This design comes from an exercise in tuning for small area and a short achievable clock period on the open sky130 flow, not from production work. Only simulation tests tie the RTL to the original design; equivalence was not proved. Power figures rest on the tool's default switching activity, not on a simulated workload.

== 02-26 ==
==> module map_read_bit, before the edit <==
module map_read_bit (
    input  logic [32-1:1] sel,
    input  logic [32-1:1] d,
    output logic                  y
);
    logic [3:0]  p;      
    logic [1:0]  q;      
    for (genvar g = 0; g < 3; g++) begin : g_or8
        map_or8 u_p (
            .s0 ({sel[8*g + 7], sel[8*g + 5], sel[8*g + 3], sel[8*g + 1]}),
            .d0 ({d[8*g + 7],   d[8*g + 5],   d[8*g + 3],   d[8*g + 1]}),
            .s1 ({sel[8*g + 8], sel[8*g + 6], sel[8*g + 4], sel[8*g + 2]}),
            .d1 ({d[8*g + 8],   d[8*g + 6],   d[8*g + 4],   d[8*g + 2]}),
            .y  (p[g])
        );
    end
    map_or8 u_p3 (
        .s0 ({sel[31], sel[29], sel[27], sel[25]}), .d0 ({d[31], d[29], d[27], d[25]}),
        .s1 ({sel[31], sel[30], sel[28], sel[26]}), .d1 ({d[31], d[30], d[28], d[26]}),
        .y  (p[3])
    );
    map_nor2  u_q0 (.a(p[0]), .b(p[1]), .y(q[0]));
    map_nor2  u_q1 (.a(p[2]), .b(p[3]), .y(q[1]));
    map_nand2 u_y  (.a(q[0]), .b(q[1]), .y(y));
endmodule
clock: 4.0 ns
lec_check: 0
cap_margin: 20
core_margin: 2
core_utilization: 70
cts_cluster_diameter: 70
cts_cluster_size: 24
setup_slack_margin: 2.0
slew_margin: 20
synth_hierarchical: 1
synth_minimum_keep_size: 0
standard.sh (not shown) runs the stock make flow with config.mk's settings and CLKGATE_MAP_FILE= SYNTH_SCRIPT=/design/flow/synth_recipe.tcl, a recipe that flattens the netlist after the stock synthesis.
==> flow/flow/run.sh <==
#!/bin/bash
# The standard layout, with the port buffers built from a plain buffer
# cell (buf_4) instead of the delay-type buffer buffer_ports picks by default
set -euo pipefail
export BUFFER_PORTS_ARGS="-buffer_cell sky130_fd_sc_hd__buf_4"
bash standard.sh > standard.log 2>&1
The inputs of 08-27 differ from those of 02-26 as listed below.
==> flow/design.v, changed modules only <==
module map_or7 (
    input  logic [2:0] s0, d0, s1, d1,
    input  logic       s2, d2,
    output logic       y
);
    logic [3:0] t;
    assign t[2:0] = ~((s0 & d0) | (s1 & d1));
    assign t[3]   = ~(s2 & d2);
    assign y = ~&t;
endmodule
module map_read_bit (
    input  logic [32-1:1] sel,
    input  logic [32-1:1] d,
    output logic                  y
);
    logic [3:0]  p;      
    logic [1:0]  q;      
    for (genvar g = 0; g < 3; g++) begin : g_or8
        map_or8 u_p (
            .s0 ({sel[8*g + 7], sel[8*g + 5], sel[8*g + 3], sel[8*g + 1]}),
            .d0 ({d[8*g + 7],   d[8*g + 5],   d[8*g + 3],   d[8*g + 1]}),
            .s1 ({sel[8*g + 8], sel[8*g + 6], sel[8*g + 4], sel[8*g + 2]}),
            .d1 ({d[8*g + 8],   d[8*g + 6],   d[8*g + 4],   d[8*g + 2]}),
            .y  (p[g])
        );
    end
    map_or7 u_p3 (
        .s0 ({sel[29], sel[27], sel[25]}), .d0 ({d[29], d[27], d[25]}),
        .s1 ({sel[30], sel[28], sel[26]}), .d1 ({d[30], d[28], d[26]}),
        .s2 (sel[31]), .d2 (d[31]),
        .y  (p[3])
    );
    map_nor2  u_q0 (.a(p[0]), .b(p[1]), .y(q[0]));
    map_nor2  u_q1 (.a(p[2]), .b(p[3]), .y(q[1]));
    map_nand2 u_y  (.a(q[0]), .b(q[1]), .y(y));
endmodule
### Flow results
08-27 was carried through to the last stage, and its layout satisfied the timing, DRC and antenna checks. Any difference in clock power between 02-26 and 08-27 is small enough to ignore. The total wirelength of the detailed-routed design of 08-27 exceeds that of 02-26 by 3.8%. In terms of post-synthesis xor/xnor area fraction, 02-26 and 08-27 differ only marginally. The post-route met1 wirelength of 08-27 is higher than that of 02-26. Diff 02-26 -> 08-27 | clock buffer instance count of the final layout | up by a few percent. Comparing 08-27 with 02-26, the design area came out essentially unchanged. [compare] base=02-26 new=08-27: sum of buffers and inverters on the critical path about even, sum of internal, switching and leakage power shows an increase of 0.87%, global-route usage saw an increase, data-path buffer share of cell area in the final layout ~0 delta.

port drivers added, routing unchanged:
Ports are ideal in the flow. The routed layouts listed here were re-timed in OpenROAD.
Step 1, drivers: a clkbuf_16 drives clk and a buf_2 each remaining input, both assumed.
Step 2 moves the port delays by t, midway between the first and last clock arrival at a register: inputs arrive t later, outputs are due t later. That takes back most of the time a late clock gives input paths.
a / b / c = no drivers / after step 1 / after step 2; a / b = the first two.
run	shift t [ns]	setup WS [ns]	worst setup path at the end	worst register clock-pin slew, ns	pins driven straight from the clock port
02-26	0.589	1.908 / 1.854 / 1.300	input to register	0.10 / 0.10	1
08-27	0.599	1.915 / 1.856 / 1.380	input to register	0.10 / 0.10	1
After both steps every run listed still meets setup and hold. The setup slack of 02-26, which loses most, moves by -0.054 ns with the drivers and by -0.608 ns with both steps.
